Context: an optimization exercise on an open-source flow, tuned for small area and few clock cycles per item. The choices shown serve that exercise and are no tape-out recipe. The RTL was checked by simulation tests, not by an equivalence proof against the original design. No activity file was given, so power comes from the tool's default toggle rates.

<file path="run.sh">
#!/bin/bash
# synth_recipe.tcl (not shown) runs the flow's synth.tcl, then flattens the netlist and writes it again
# the make line also repeats each setting of config.mk as NAME=value (left out here)
make -C /OpenROAD-flow-scripts/flow DESIGN_CONFIG=/design/flow/config.mk WORK_HOME=/design/flow/orfs CLKGATE_MAP_FILE= SYNTH_SCRIPT=/design/flow/synth_recipe.tcl finish
</file>
<file path="config.mk">
export PLATFORM = sky130hd
export DESIGN_NAME = expression_tokenizer_unit
export DESIGN_NICKNAME = expression_tokenizer_unit
export VERILOG_FILES = /design/flow/design.v
export SDC_FILE = /design/flow/constraint.sdc
export NUM_CORES = 4
export LEC_CHECK = 0
export CAP_MARGIN = 20
export CORE_MARGIN = 2
export CORE_UTILIZATION = 40
export SLEW_MARGIN = 20
</file>
<file path="constraint.sdc">
create_clock -name core_clock -period 10.0 [get_ports {clk}]
set_input_delay 2.0000 -clock core_clock [delete_from_list [all_inputs] [get_ports {clk}]]
set_output_delay 2.0000 -clock core_clock [all_outputs]
set_load 0.01 [all_outputs]
</file>
<file path="design.v">
package etok_pkg;
    localparam int MAX_FRAC_DIGITS_DEF = 9;
    localparam int INT_BITS_DEF        = 16;
    localparam int CH_W     = 8;
    localparam int KIND_W   = 3;
    localparam int VALUE_W  = 32;
    localparam int SYMBOL_W = 8;
    localparam int FCNT_W   = 4;
    localparam logic [KIND_W-1:0] KIND_NUM   = 3'd0;
    localparam logic [KIND_W-1:0] KIND_OPER  = 3'd1;
    localparam logic [KIND_W-1:0] KIND_OPEN  = 3'd2;
    localparam logic [KIND_W-1:0] KIND_CLOSE = 3'd3;
    localparam logic [KIND_W-1:0] KIND_INVAL = 3'd4;
    localparam logic [KIND_W-1:0] KIND_END   = 3'd5;
    localparam logic [CH_W-1:0] CH_NUL   = 8'h00;
    localparam logic [CH_W-1:0] CH_BANG  = 8'h21;
    localparam logic [CH_W-1:0] CH_DEL   = 8'h7F;
    localparam logic [CH_W-1:0] CH_PLUS  = 8'h2B;
    localparam logic [CH_W-1:0] CH_STAR  = 8'h2A;
    localparam logic [CH_W-1:0] CH_TILDE = 8'h7E;
    localparam logic [CH_W-1:0] CH_SLASH = 8'h2F;
    localparam logic [CH_W-1:0] CH_CARET = 8'h5E;
    localparam logic [CH_W-1:0] CH_R     = 8'h52;
    localparam logic [CH_W-1:0] CH_L     = 8'h4C;
    localparam logic [CH_W-1:0] CH_POINT = 8'h2E;
    localparam logic [CH_W-1:0] CH_OPEN  = 8'h28;
    localparam logic [CH_W-1:0] CH_CLOSE = 8'h29;
    localparam logic [CH_W-1:0] CH_ZERO  = 8'h30;
    localparam logic [CH_W-1:0] CH_NINE  = 8'h39;
    localparam int GUARD_W     = 40;
    localparam int ROUND_SLACK = 128;
    localparam int FIFO_DEPTH = 4;
    localparam int FIFO_AW    = 2;
    localparam int FIFO_CW    = 3;
    localparam int TOKEN_W    = KIND_W + VALUE_W + SYMBOL_W + 1;
    typedef struct packed {
        logic [KIND_W-1:0]   kind;
        logic [VALUE_W-1:0]  value;
        logic [SYMBOL_W-1:0] symbol;
        logic                last;
    } token_t;
endpackage
import etok_pkg::*;
module expression_tokenizer_unit #(
    parameter int MAX_FRAC_DIGITS = etok_pkg::MAX_FRAC_DIGITS_DEF,
    parameter int INT_BITS        = etok_pkg::INT_BITS_DEF
) (
    input  logic                      clk,
    input  logic                      rst_n,
    input  logic                      s_axis_tvalid,
    output logic                      s_axis_tready,
    input  logic [etok_pkg::CH_W-1:0] s_axis_tdata,    
    input  logic                      s_axis_tlast,    
    output logic                      m_axis_tvalid,
    input  logic                      m_axis_tready,
    output logic [39:0]               m_axis_tdata,    
    output logic [etok_pkg::KIND_W-1:0] m_axis_tuser,  
    output logic                      m_axis_tlast     
);
    localparam int FRAC_BITS = VALUE_W - INT_BITS;
    localparam int IPART_W   = INT_BITS + 1;
    localparam int IX10_W    = IPART_W + 4;
    localparam int ACC_W     = FRAC_BITS + GUARD_W;
    localparam int SUM_W     = VALUE_W + 1;
    localparam logic [IPART_W-1:0] INT_LIMIT = {1'b1, {INT_BITS{1'b0}}};
    localparam logic [FCNT_W-1:0]  FRAC_MAX  = FCNT_W'(MAX_FRAC_DIGITS);
    localparam logic [ACC_W:0]   ACC_ONE   = {1'b1, {ACC_W{1'b0}}};
    localparam logic [ACC_W-1:0] WEIGHT_1  = ACC_W'(ACC_ONE / 10);
    localparam logic [ACC_W-1:0] WEIGHT_2  = ACC_W'(ACC_ONE / 100);
    localparam logic [ACC_W-1:0] WEIGHT_3  = ACC_W'(ACC_ONE / 1000);
    localparam logic [ACC_W-1:0] WEIGHT_4  = ACC_W'(ACC_ONE / 10000);
    localparam logic [ACC_W-1:0] WEIGHT_5  = ACC_W'(ACC_ONE / 100000);
    localparam logic [ACC_W-1:0] WEIGHT_6  = ACC_W'(ACC_ONE / 1000000);
    localparam logic [ACC_W-1:0] WEIGHT_7  = ACC_W'(ACC_ONE / 10000000);
    localparam logic [ACC_W-1:0] WEIGHT_8  = ACC_W'(ACC_ONE / 100000000);
    localparam logic [ACC_W-1:0] WEIGHT_9  = ACC_W'(ACC_ONE / 1000000000);
    localparam logic [ACC_W:0]   ROUND_ADD = (ACC_ONE >> (FRAC_BITS + 1)) + ROUND_SLACK;
    localparam logic [1:0] MODE_IDLE  = 2'd0;
    localparam logic [1:0] MODE_INT   = 2'd1;
    localparam logic [1:0] MODE_POINT = 2'd2;
    localparam logic [1:0] MODE_FRAC  = 2'd3;
    logic [1:0]         mode_reg, mode_next;
    logic [IPART_W-1:0] ipart_reg, ipart_next;
    logic [ACC_W-1:0]   facc_reg, facc_next;
    logic [FCNT_W-1:0]  fcnt_reg, fcnt_next;
    logic [TOKEN_W-1:0] fifo_reg [0:FIFO_DEPTH-1];
    etok_pkg::token_t             head_tok;
    logic [FIFO_AW-1:0] wr_ptr_reg, wr_ptr_next;
    logic [FIFO_AW-1:0] rd_ptr_reg, rd_ptr_next;
    logic [FIFO_CW-1:0] count_reg, count_next;
    logic                 advance, accept;
    logic [CH_W-1:0]      ch;
    logic [3:0]           digit;
    logic                 is_end, is_skip, is_digit, is_point_int, is_other;
    logic                 emit_num, emit_tok;
    logic [KIND_W-1:0]    tok_kind;
    logic [SYMBOL_W-1:0]  tok_symbol;
    logic [IX10_W-1:0]    ipart_x10;
    logic [ACC_W-1:0]     weight, facc_term;
    logic                 frac_sat;
    logic [ACC_W:0]       frac_rnd;
    logic [FRAC_BITS:0]   frac_q;
    logic [SUM_W-1:0]     num_sum;
    logic [VALUE_W-1:0]   num_value;
    etok_pkg::token_t num_tok, op_tok;
    logic   push_num, push_tok, pop;
    assign advance       = (count_reg <= FIFO_CW'(FIFO_DEPTH - 2));
    assign s_axis_tready = advance;
    assign accept        = s_axis_tvalid && advance;
    assign ch           = s_axis_tdata;
    assign digit        = ch[3:0];    
    assign is_end       = s_axis_tlast || (ch == CH_NUL);
    assign is_skip      = !is_end && ((ch < CH_BANG) || (ch == CH_DEL));
    assign is_digit     = !is_end && (ch >= CH_ZERO) && (ch <= CH_NINE);
    assign is_point_int = !is_end && (ch == CH_POINT) && (mode_reg == MODE_INT);
    assign is_other     = !is_end && !is_skip && !is_digit && !is_point_int;
    assign emit_tok     = is_end || is_other;
    assign emit_num     = emit_tok && (mode_reg != MODE_IDLE);
    always_comb
    begin
        tok_kind   = KIND_INVAL;
        tok_symbol = ch;
        if (is_end)
        begin
            tok_kind   = KIND_END;
            tok_symbol = '0;
        end
        else
        begin
            case (ch)
                CH_PLUS, CH_STAR, CH_TILDE, CH_SLASH, CH_CARET, CH_R, CH_L:
                begin
                    tok_kind = KIND_OPER;
                end
                CH_OPEN:
                begin
                    tok_kind   = KIND_OPEN;
                    tok_symbol = '0;
                end
                CH_CLOSE:
                begin
                    tok_kind   = KIND_CLOSE;
                    tok_symbol = '0;
                end
                default:
                begin
                    tok_kind = KIND_INVAL;
                end
            endcase
        end
    end
    assign ipart_x10 = ({4'd0, ipart_reg} << 3) + ({4'd0, ipart_reg} << 1)
                     + IX10_W'(digit);
    assign frac_sat  = ipart_reg[INT_BITS];
    always_comb
    begin
        case (fcnt_reg)
            4'd0:    weight = WEIGHT_1;
            4'd1:    weight = WEIGHT_2;
            4'd2:    weight = WEIGHT_3;
            4'd3:    weight = WEIGHT_4;
            4'd4:    weight = WEIGHT_5;
            4'd5:    weight = WEIGHT_6;
            4'd6:    weight = WEIGHT_7;
            4'd7:    weight = WEIGHT_8;
            4'd8:    weight = WEIGHT_9;
            default: weight = '0;
        endcase
    end
    assign facc_term = (digit[0] ? weight        : '0)
                     + (digit[1] ? (weight << 1) : '0)
                     + (digit[2] ? (weight << 2) : '0)
                     + (digit[3] ? (weight << 3) : '0);
    always_comb
    begin
        mode_next  = mode_reg;
        ipart_next = ipart_reg;
        facc_next  = facc_reg;
        fcnt_next  = fcnt_reg;
        if (accept)
        begin
            if (emit_tok)
            begin
                mode_next  = MODE_IDLE;
                ipart_next = '0;
                facc_next  = '0;
                fcnt_next  = '0;
            end
            else if (is_digit)
            begin
                unique case (mode_reg)
                    MODE_IDLE:
                    begin
                        ipart_next = IPART_W'(digit);
                        facc_next  = '0;
                        fcnt_next  = '0;
                        mode_next  = MODE_INT;
                    end
                    MODE_INT:
                    begin
                        if (ipart_x10 > IX10_W'(INT_LIMIT))
                        begin
                            ipart_next = INT_LIMIT;
                        end
                        else
                        begin
                            ipart_next = ipart_x10[IPART_W-1:0];
                        end
                    end
                    MODE_POINT, MODE_FRAC:
                    begin
                        if (!frac_sat && (fcnt_reg < FRAC_MAX))
                        begin
                            facc_next = facc_reg + facc_term;
                            fcnt_next = fcnt_reg + 1'b1;
                        end
                        mode_next = MODE_FRAC;
                    end
                    default:
                    begin
                        mode_next = MODE_IDLE;
                    end
                endcase
            end
            else if (is_point_int)
            begin
                mode_next = MODE_POINT;
            end
        end
    end
    assign frac_rnd  = {1'b0, facc_reg} + ROUND_ADD;
    assign frac_q    = frac_rnd[ACC_W:GUARD_W];
    assign num_sum   = (SUM_W'(ipart_reg[INT_BITS-1:0]) << FRAC_BITS) + SUM_W'(frac_q);
    assign num_value = (frac_sat || num_sum[VALUE_W]) ? {VALUE_W{1'b1}}
                                                      : num_sum[VALUE_W-1:0];
    always_ff @(posedge clk or negedge rst_n)
    begin
        if (!rst_n)
        begin
            mode_reg  <= MODE_IDLE;
            ipart_reg <= '0;
            facc_reg  <= '0;
            fcnt_reg  <= '0;
        end
        else
        begin
            mode_reg  <= mode_next;
            ipart_reg <= ipart_next;
            facc_reg  <= facc_next;
            fcnt_reg  <= fcnt_next;
        end
    end
    always_comb
    begin
        num_tok.kind   = KIND_NUM;
        num_tok.value  = num_value;
        num_tok.symbol = '0;
        num_tok.last   = 1'b0;
        op_tok.kind    = tok_kind;
        op_tok.value   = '0;
        op_tok.symbol  = tok_symbol;
        op_tok.last    = 1'b1;
    end
    assign push_num = accept && emit_num;
    assign push_tok = accept && emit_tok;
    assign pop      = m_axis_tvalid && m_axis_tready;
    always_ff @(posedge clk)
    begin
        if (push_num)
        begin
            fifo_reg[wr_ptr_reg] <= num_tok;
        end
        if (push_tok)
        begin
            if (push_num)
            begin
                fifo_reg[wr_ptr_reg + FIFO_AW'(1)] <= op_tok;
            end
            else
            begin
                fifo_reg[wr_ptr_reg] <= op_tok;
            end
        end
    end
    always_comb
    begin
        wr_ptr_next = wr_ptr_reg + FIFO_AW'(push_num) + FIFO_AW'(push_tok);
        rd_ptr_next = rd_ptr_reg + FIFO_AW'(pop);
        count_next  = count_reg + FIFO_CW'(push_num) + FIFO_CW'(push_tok)
                    - FIFO_CW'(pop);
    end
    always_ff @(posedge clk or negedge rst_n)
    begin
        if (!rst_n)
        begin
            wr_ptr_reg <= '0;
            rd_ptr_reg <= '0;
            count_reg  <= '0;
        end
        else
        begin
            wr_ptr_reg <= wr_ptr_next;
            rd_ptr_reg <= rd_ptr_next;
            count_reg  <= count_next;
        end
    end
    assign m_axis_tvalid = (count_reg != '0);
    assign head_tok      = fifo_reg[rd_ptr_reg];
    assign m_axis_tdata  = {head_tok.symbol, head_tok.value};
    assign m_axis_tuser  = head_tok.kind;
    assign m_axis_tlast  = head_tok.last;
endmodule
</file>
==> notes.md <==
worst max-delay path: cells and delay by family (launching register included):
| kind | cells | cell delay [ns] |
|---|---|---|
| adder cells (fa/ha/maj) | 5 | 2.49 |
| AO/OA/AOI/OAI | 7 | 2.00 |
| AND/OR/NAND/NOR | 4 | 1.00 |
| XOR/XNOR | 1 | 0.17 |
| buffers and inverters | 4 | 0.78 |
| flip-flops | 1 | 0.78 |
power by group through the flow:
stage               sequential [uW]  combinational (uW)  clock [uW]
finish                         1410                1370        1190
global route                   1430                1510        1260
CTS                            1410                1380        1220
detailed placement             1430                1380           0
global placement               1410                1360           0
floorplan                      1370                 965           0
metal layers:
layer	share of wire [%]	up-vias	GRT usage (%)
met4	3.8	0	7.962
met2	46	516	37.59
li1	-	7905	-
met1	44	8369	29.93
met3	6.1	121	3.601
met5	0	-	0
Yosys cell counts, types with 18 or more instances:
library cell | number | area, sq um
a21o_1 | 40 | 300.3
a21oi_1 | 92 | 460.4
a22o_1 | 42 | 367.9
a31oi_1 | 18 | 112.6
and2_1 | 42 | 262.8
buf_2 | 25 | 125.1
clkbuf_1 | 62 | 232.7
dfrtp_1 | 86 | 2152
dfxtp_1 | 132 | 2643
edfxtp_1 | 44 | 1321
fa_1 | 152 | 3043
ha_1 | 115 | 1439
inv_1 | 354 | 1329
mux4_2 | 44 | 991.0
nand2_1 | 292 | 1096
nand2b_1 | 24 | 150.1
nand3_1 | 41 | 205.2
nand4_1 | 29 | 181.4
nor2_1 | 125 | 469.2
nor2b_1 | 20 | 125.1
nor3_1 | 20 | 100.1
o21ai_0 | 134 | 670.6
o21bai_1 | 18 | 135.1
o22ai_1 | 44 | 275.3
o2bb2ai_1 | 20 | 175.2
xnor2_1 | 60 | 525.5
xor2_1 | 33 | 289.0
metrics by stage:
stage | setup slack [ns] | instances | hold WS, ns | total power, uW | area (sq um)
floorplan | 3.089 | 2335 | 0.4181 | 2331 | 20990
global placement | 2.297 | 2981 | 0.4275 | 2776 | 22040
detailed placement | 2.227 | 2981 | 0.4361 | 2803 | 22040
CTS | 2.759 | 3039 | 0.4457 | 4007 | 23120
global route | 2.216 | 3039 | 0.4645 | 4203 | 23120
finish | 2.616 | 3039 | 0.4464 | 3974 | 23120
layout by cell type (no fill, tap or decap), types with 24 or more instances in the layout:
cell type        synthesis  final
a21o_1                  40     40
a21oi_1                 92     92
a22o_1                  42     42
and2_1                  42     42
clkbuf_16                0     34
clkdlybuf4s50_1          0     54
dfrtp_1                 86     84
dfxtp_1                132    132
edfxtp_1                44     44
fa_1                   152    152
ha_1                   115    115
inv_1                  354    354
mux4_2                  44     44
nand2_1                292    292
nand2b_1                24     24
nand3_1                 41     41
nand4_1                 29     29
nor2_1                 125    125
o21ai_0                134    134
o22ai_1                 44     44
xnor2_1                 60     60
xor2_1                  33     33
path summary, 6_finish.rpt:
check | depth (start not counted) | end | start
worst max-delay path | 21 | facc_reg[33]$_DFFE_PN0P_ | fcnt_reg[0]$_DFFE_PN0P_
worst min-delay path | 2 | fifo_reg[0][0]$_SDFFE_PP1P_ | fifo_reg[0][0]$_SDFFE_PP1P_
worst max register to register | 21 | facc_reg[33]$_DFFE_PN0P_ | fcnt_reg[0]$_DFFE_PN0P_
worst min register to register | 2 | fifo_reg[0][0]$_SDFFE_PP1P_ | fifo_reg[0][0]$_SDFFE_PP1P_
max in group asynchronous | 2 | ipart_reg[15]$_DFFE_PN0P_ | rst_n
min in group asynchronous | 1 | facc_reg[24]$_DFFE_PN0P_ | rst_n
layout make-up:
type	instances	area (sq um)	area share [%]
Multi-Input combinational cell	1608	13050	56.43
Clock buffer	48	983.4	4.253
Timing Repair Buffer	75	690.7	2.987
Sequential cell	262	6118	26.46
Tap cell	680	850.8	3.679
Inverter	356	1336	5.779
Clock inverter	10	96.34	0.4166
logic make-up after synthesis:
| family | Yosys count | synth area share, % |
|---|---|---|
| and+or+nand+nor | 667 | 15.10 |
| AOI/OAI and AO/OA | 533 | 16.91 |
| buffers and inverters | 465 | 8.692 |
| adders and majority gates | 267 | 21.35 |
| DFF | 262 | 29.14 |
| xor gates and xnor gates | 93 | 3.881 |
| muxes | 48 | 4.924 |
==> results.cfg <==
[clocking]
cts_tree = done
path_clk_slew_ns = 0.06
postCtsHoldBufs = 0
root_buffer = clkbuf_16
postCtsSetupBuffers = 0
clk_latency_ns = 0.61
cts_sinks = 262
clockBufferDepth = 3
cts-buffers-inserted = 31
htree_levels = 1
ctsResizeCount = 0

[place]
dp_hpwl_um = 44670
port_buffers = 58
globalplace.congestion = 0.9436

[setup_path]
crit_arrival_ns = 7.83
crit_type = flip-flop to flip-flop
crit_path_start_kind = flip-flop
crit_required_ns = 10.45
cpPeakStageDelay_ns = 0.78
crit_path_max_fanout = 16
r2r_slack_ns = 2.62
crit_path_cell_trace = clkinv_1, ha_1, nor2b_1, nor3_1, nand2_1, fa_1, inv_1, fa_1, inv_1, fa_1, inv_1, ha_1, a211oi_1, nor2_1, o31a_1, a211oi_1, o31a_1, o21ai_1, a31oi_1, xor2_1, o31ai_1
cp_slowest_cell = dfrtp_1
crit_path_end_kind = flip-flop

[power_and_ir_drop]
comb_power_share_pct = 34.6
power.share.clock_pct = 30.0
p_int_uw = 2597
ir_worst_vdd_mv = 0.1900
p_seq_share_pct = 35.4
p_switching_uw = 1378
power_density_nw_per_um2 = 171.9
power.leakage_uw = 0.01040
p_sw_share_pct = 34.67

[global_routing]
grt_overflow = 0
first_global_vias = 17530
grt_max_degree = 50
grt_antenna_before_repair = 0
grt_pass1_wl_um = 96940
grtUsageTotal_pct = 22.65

[synthesis]
synthCells = 2335
syn_area_sq_um = 20990
synth_edf_count = 44
syn-mean-instance-area_sq_um = 8.988
seq_area_frac_synth_pct = 29.14
ys.flop_type = dfxtp_1
synth_seq_cells = 262
yosys_warnings = 1
ys_types = 92
syn-num-nets = 2615
synthArstFlopShare_pct = 32.82

[finish]
antennaDiodeCount = 0
area_growth_pct = 10.18
post-route-util_pct = 44.80
layout-drive-gt1-share_pct = 7.546
nets = 2614
largest_register_ff_count = 176
num-fill-cells = 5019

[sta]
slew_viol_final = 0
hold_violations = 0
tns_ns = 0
clock_skew_ns = 0.03670
tightest_slew_ns = 0.9307
fmax_mhz = 135.4
setup_viol = 0
post-route-period-util_pct = 73.84
period_needed_ns = 7.384
relSlewSlack_pct = 37.67
rsz0062_at_grt = false

[min_path]
min_path_type = flip-flop to flip-flop

[floorplanning]
io_pins = 59
rows = 83
die_x_um = 233.1
die_area_sq_um = 54320
fp.dieH_um = 233.1
fp.coreArea_sq_um = 51610
start_util_pct = 40.66

[route]
drt_iter0_drc = 1187
drt-total-wl_um = 60110
via_per_inst = 5.565
drtPass1Iterations = 6
vias = 16910
wl_per_cell_um = 19.78
drcViolationCount = 0
postRouteAntennaNets = 0

[status]
status = finished clean

[job]
maxCapViolations = 0
Testbench counts, summed over its fixed seeds: cycles 31,140, tokens 10,951.

## re-timing with driven ports
The results above use ideal ports. As a check the final layout listed here was re-extracted and re-timed, cells and wires unchanged.
Step 1 assumes that a clkbuf_16 drives the clock port and a buf_2 every other input.
Step 2 moves the port delays by t, midway between the first and last clock arrival at a register: inputs arrive t later, outputs are due t later. That takes back most of the time a late clock gives input paths.
Slacks: ideal ports / drivers / drivers and shift; pairs: ideal ports / drivers.
t (ns): 0.651
setup WS [ns]: 2.616 / 2.616 / 2.093
hold WS [ns]: 0.446 / 0.446 / 0.446
latest minus earliest clock arrival (ns): 0.036 / 0.037
pins driven straight from the clock port: 1
After both steps setup and hold are still met in this run. The setup slack of this run moves by 0.000 ns with the drivers and by -0.523 ns with both steps.
